This design comes from an exercise in tuning for small area, a short achievable clock period and few clock cycles per item on the open sky130 flow, not from production work.
Only simulation tests tie the RTL to the original design; equivalence was not proved.

==> build 83: inputs <==
Design aes_sbox_lanes, start of the top module:
module aes_sbox_lanes (
    input  logic        clock,
    input  logic        reset,
    input  logic        in_valid,
    output logic        in_ready,
    input  logic [31:0] in_share0,
    input  logic [31:0] in_share1,
    input  logic        rnd_valid,
    output logic        rnd_ready,
    input  logic [63:0] rnd_data,
    input  logic [63:0] prng_seed,
    output logic        out_valid,
    input  logic        out_ready,
    output logic [31:0] out_share0,
    output logic [31:0] out_share1,
    output logic [3:0]  credits_used
);
clock: 9.0 ns
lec_check: 0
abc_clock_period_in_ps: 4000
cap_margin: 20
core_margin: 2
core_utilization: 50
cts_buf_list: sky130_fd_sc_hd__clkbuf_8
cts_cluster_diameter: 60
cts_cluster_size: 14
setup_slack_margin: 4.9
slew_margin: 20
tns_end_percent: 100
standard.sh (not shown) runs the stock make flow with config.mk's settings and CLKGATE_MAP_FILE= SYNTH_SCRIPT=/design/flow/synth_recipe.tcl, a recipe that flattens the netlist after the stock synthesis.
==> flow/flow/run.sh <==
#!/bin/bash
# Own layout flow: the standard flow with two changes.
# 1. Synthesis maps the logic with flow/abc.script (ABC's &dch/&nf mapping, which suits the
#    XOR-heavy GF(2^8) arithmetic far better than abc_speed.script). The standard synthesis is
#    also run, into orfs_ref/, and the registers of the two netlists are compared; if they differ
#    the standard synthesis is used.
# 2. Every port still gets a buffer, but a plain sky130_fd_sc_hd__buf_1 (BUFFER_PORTS_ARGS)
#    rather than the delay buffer buffer_ports picks by default; the resizer sizes them up as needed.
set -uo pipefail
W=$PWD
sed -e "s#SYNTH_SCRIPT=[^ ]*#SYNTH_SCRIPT=$W/flow/synth.tcl#" standard.sh > my_synth.sh
sed -e "s#WORK_HOME=[^ ]*#WORK_HOME=$W/orfs_ref#" -e '/^if /,$d' standard.sh > ref_synth.sh
MY_ABC_SCRIPT=$W/flow/abc.script bash my_synth.sh synth > synth.log 2>&1 &
bash ref_synth.sh synth > ref_synth.log 2>&1
wait
RES=orfs/results/$FLOW_PLATFORM/aes_sbox_lanes/base
REF=orfs_ref/results/$FLOW_PLATFORM/aes_sbox_lanes/base
if ! python3 flow/regs.py $RES/1_2_yosys.v $REF/1_2_yosys.v > regs.log 2>&1; then
  echo "own synthesis differs from the standard one; using the standard flow" >> regs.log
  rm -rf orfs
fi
BUFFER_PORTS_ARGS="-buffer_cell sky130_fd_sc_hd__buf_1" bash standard.sh > layout.log 2>&1
Other scripts of this flow, unchanged in this note and not shown: flow/flow/abc.script, flow/flow/regs.py, flow/flow/synth.tcl
==> trial 95 (differences from build 83) <==
--- a/flow/design.v
+++ b/flow/design.v
@@ -1,11 +1,11 @@
 module aes_sbox_lane (
     input  logic        clk_i,
-    input  logic [1:0]  en_i,      
+    input  logic [2:0]  en_i,      
     input  logic [7:0]  s0_i,
     input  logic [7:0]  s1_i,
     input  logic [15:0] rnd_i,
     output logic [7:0]  s0_o,
     output logic [7:0]  s1_o
 );
     function automatic logic [7:0] gmul(input logic [7:0] a, input logic [7:0] b);
         logic [7:0] p, x;
@@ -173,45 +173,47 @@
         r0  = rnd_i[7:0];
         r1  = rnd_i[15:8];
         x2  = sq(x);
         x3  = gmul(x, x2);
         g1  = gmul(x, a) ^ r0;
         tx  = to_t(x);
     end
     always_ff @(posedge clk_i) begin
-        r0_q1 <= r0;
-        r1_q1 <= r1;
-        x3_q1 <= x3;
-        g1_q1 <= g1;
-        tx_q1 <= tx;
+        if (en_i[0]) begin
+            r0_q1 <= r0;
+            r1_q1 <= r1;
+            x3_q1 <= x3;
+            g1_q1 <= g1;
+            tx_q1 <= tx;
+        end
     end
     always_comb begin
         g1p = p4(g1_q1);
         h2  = gmul(x3_q1, g1p) ^ r1_q1;
         x12 = p4(x3_q1);
         zc  = r0_q1 ^ {r1_q1[3:0], r1_q1[7:4]};
         zd  = r1_q1 ^ {r0_q1[4:0], r0_q1[7:5]};
     end
     always_ff @(posedge clk_i) begin
-        if (en_i[0]) begin
+        if (en_i[1]) begin
             tx_q2 <= tx_q1;
             h2_q2 <= h2;
             x12_q2 <= x12;
             zc_q2 <= zc;
             zd_q2 <= zd;
         end
     end
     always_comb begin
         h2p = p16(h2_q2);
         h3  = gmul(x12_q2, h2p) ^ zc_q2;
         d   = g16_lsq(tx_q2[7:4]) ^ g16_mul(tx_q2[7:4], tx_q2[3:0]) ^ g16_sq(tx_q2[3:0]);
     end
     always_ff @(posedge clk_i) begin
-        if (en_i[1]) begin
+        if (en_i[2]) begin
             tx_q3 <= tx_q2;
             zd_q3 <= zd_q2;
             h3_q3 <= h3;
             d_q3 <= d;
         end
     end
     always_comb begin
         x2b = sq_from_t(tx_q3);
@@ -237,71 +239,73 @@
     input  logic [63:0] rnd_data,
     input  logic [63:0] prng_seed,
     output logic        out_valid,
     input  logic        out_ready,
     output logic [31:0] out_share0,
     output logic [31:0] out_share1,
     output logic [3:0]  credits_used
 );
-    localparam int RING = 5;
+    localparam int RING = 4;
     logic              rst_q, acc_q;
-    logic              accept, pop, push, full, adv2, adv3;
+    logic              accept, pop, push, full, adv1, adv2, adv3;
     logic [31:0]       core_o0, core_o1;
-    logic [2:1]        v_q;
+    logic [2:0]        v_q;
     logic [2:0]        v;                 
     logic [3:0]        cr_q, cr, cred;
     logic              head_v_q, head_v;
     logic [63:0]       head_q;
     logic [2:0]        cnt_q, cnt;        
     logic [2:0]        rd_q, rd, wr;      
     logic [RING-1:0][63:0] ring_q;
     logic              ring_rd, ring_wr, head_ld;
     logic              unused_seed;
     always_comb begin
-        v      = rst_q ? '0 : {v_q, acc_q};
+        v      = rst_q ? '0 : v_q;
         cr     = rst_q ? '0 : cr_q;
-        cred   = cr + 4'(v[0]);
+        cred   = cr + 4'(~rst_q & acc_q);
         head_v = ~rst_q & head_v_q;
         cnt    = rst_q ? '0 : cnt_q;
         rd     = rst_q ? '0 : rd_q;
         wr     = (4'(rd) + 4'(cnt) >= 4'(RING)) ? rd + cnt - 3'(RING) : rd + cnt;
     end
     assign unused_seed  = ^prng_seed;
     assign in_ready     = ~reset & ~cred[3];
     assign accept       = in_valid & rnd_valid & in_ready;
     assign rnd_ready    = accept;
     assign credits_used = cred;
     for (genvar l = 0; l < 4; l++) begin : g_lane
         aes_sbox_lane u_lane (
             .clk_i (clock),
-            .en_i  ({adv3, adv2}),
+            .en_i  ({adv3, adv2, adv1}),
             .s0_i  (in_share0[8*l +: 8]),
             .s1_i  (in_share1[8*l +: 8]),
             .rnd_i (rnd_data[16*l +: 16]),
             .s0_o  (core_o0[8*l +: 8]),
             .s1_o  (core_o1[8*l +: 8])
         );
     end
     assign out_valid  = ~reset & head_v;
     assign pop        = out_valid & out_ready;
     assign out_share0 = head_q[31:0];
     assign out_share1 = head_q[63:32];
     always_comb begin
         full    = head_v & (cnt == 3'(RING));
         adv3    = ~v[2] | ~full | pop;
         adv2    = ~v[1] | adv3;
+        adv1    = ~v[0] | adv2;
         push    = v[2] & adv3;
         ring_rd = pop & (cnt != 3'd0);
         head_ld = ring_rd | (push & (pop | ~head_v));
         ring_wr = push & ~(head_ld & ~ring_rd);
     end
     always_ff @(posedge clock) begin
         rst_q    <= reset;
         acc_q    <= accept;
+        v_q[0]   <= adv1 ? accept : v[0];
         v_q[1]   <= adv2 ? v[0] : v[1];
         v_q[2]   <= adv3 ? v[1] : v[2];
         cr_q     <= cred - 4'(pop);
         head_v_q <= head_ld | (head_v & ~pop);
         cnt_q    <= cnt + 3'(ring_wr) - 3'(ring_rd);
         rd_q     <= !ring_rd ? rd : (rd == 3'(RING - 1)) ? 3'd0 : rd + 3'd1;
     end
     always_ff @(posedge clock) begin
==> flow/config.mk (replaced) <==
export PLATFORM = sky130hd
export DESIGN_NAME = aes_sbox_lanes
export DESIGN_NICKNAME = aes_sbox_lanes
export VERILOG_FILES = /design/flow/design.v
export SDC_FILE = /design/flow/constraint.sdc
export NUM_CORES = 4
export LEC_CHECK = 0
export ABC_CLOCK_PERIOD_IN_PS = 4000
export CAP_MARGIN = 20
export CORE_MARGIN = 2
export CORE_UTILIZATION = 50
export CTS_BUF_LIST = sky130_fd_sc_hd__clkbuf_8
export CTS_CLUSTER_DIAMETER = 70
export CTS_CLUSTER_SIZE = 16
export SETUP_SLACK_MARGIN = 4.8
export SLEW_MARGIN = 20
export TNS_END_PERCENT = 100
==> build 61 (differences from build 83) <==
==> flow/config.mk (replaced) <==
export PLATFORM = sky130hd
export DESIGN_NAME = aes_sbox_lanes
export DESIGN_NICKNAME = aes_sbox_lanes
export VERILOG_FILES = /design/flow/design.v
export SDC_FILE = /design/flow/constraint.sdc
export NUM_CORES = 4
export LEC_CHECK = 0
export ABC_CLOCK_PERIOD_IN_PS = 4000
export CAP_MARGIN = 20
export CORE_MARGIN = 2
export CORE_UTILIZATION = 65
export CTS_BUF_LIST = sky130_fd_sc_hd__clkbuf_8
export CTS_CLUSTER_DIAMETER = 60
export CTS_CLUSTER_SIZE = 14
export PLACE_DENSITY = 0.72
export SETUP_SLACK_MARGIN = 4.9
export SLEW_MARGIN = 20
export TNS_END_PERCENT = 100
==> results.cfg <==
[outcome]
status = complete, no violations

[cells_and_area]
seqCellArea_um2 = 23500
buffer_area_frac = 0.0368
fillers = 6315
multi_input_area_share = 0.533
nets = 6093

[synthesis]
synth.area.mux_share = 0.0143
synth_xor_area_frac = 0.383
avgSynthCellArea_um2 = 10.0

[critical_path]
critPathMaxStageDelay_ns = 0.50

[hold_path]
hold_start = g_lane[2].u_lane.tx_q1[6]$_DFF_P_

[place]
place_area_um2 = 58300

[pwr]
(the above is from build 61)
==> results.cfg <==
[cells_and_area]
fillers = 9814
nets = 6086
multi_input_area_share = 0.529

[place]
place_area_um2 = 58800

[outcome]
status = complete, no violations

[synthesis]
synth_xor_area_frac = 0.383
synth.area.mux_share = 0.0143

[critical_path]
critPathMaxStageDelay_ns = 0.19
(the above is from build 83)
==> results.cfg <==
[outcome]
status = complete, no violations

[synthesis]
synth.area.mux_share = 0.0174
synth_xor_area_frac = 0.386
avgSynthCellArea_um2 = 10.2

[cells_and_area]
multi_input_area_share = 0.531
nets = 5831
buffer_area_frac = 0.0290
layout_commonest_cell = xnor2_1

[place]
place_area_um2 = 57400

[pwr]
(the above is from trial 95)
Testbench counts of build 83, summed over its fixed seeds: cycles 16,032, items 16,000.
Testbench counts of trial 95, summed over its fixed seeds: cycles 16,032, items 16,000.
Testbench counts of build 61, summed over its fixed seeds: cycles 16,032, items 16,000.

[what the ideal ports hide]
In the flow no input, the clock included, has a driving cell. The finished layouts below were timed again as built, in two steps. Step 1, drivers: a clkbuf_16 drives clock and a buf_2 each remaining input, both assumed. Step 2 moves the port delays by t, midway between the first and last clock arrival at a register: inputs arrive t later, outputs are due t later. That takes back most of the time a late clock gives input paths. Slacks: no drivers / after step 1 / after step 2; pairs: no drivers / after step 1.
| run | shift t [ns] | slack for setup (ns) | hold WS [ns] | worst register clock-pin slew, ns |
|---|---|---|---|---|
| build 83 | 0.846 | 4.911 / 4.869 / 4.315 | 0.393 / 0.393 / 0.393 | 0.09 / 0.09 |
| trial 95 | 0.794 | 4.843 / 4.820 / 4.201 | 0.407 / 0.407 / 0.407 | 0.11 / 0.11 |
| build 61 | 0.785 | 4.868 / 4.868 / 4.272 | 0.390 / 0.390 / 0.390 | 0.10 / 0.10 |
After both steps setup and hold are still met in every run listed. For trial 95, which loses most, drivers alone change the setup slack by -0.023 ns; drivers and shift together by -0.642 ns.
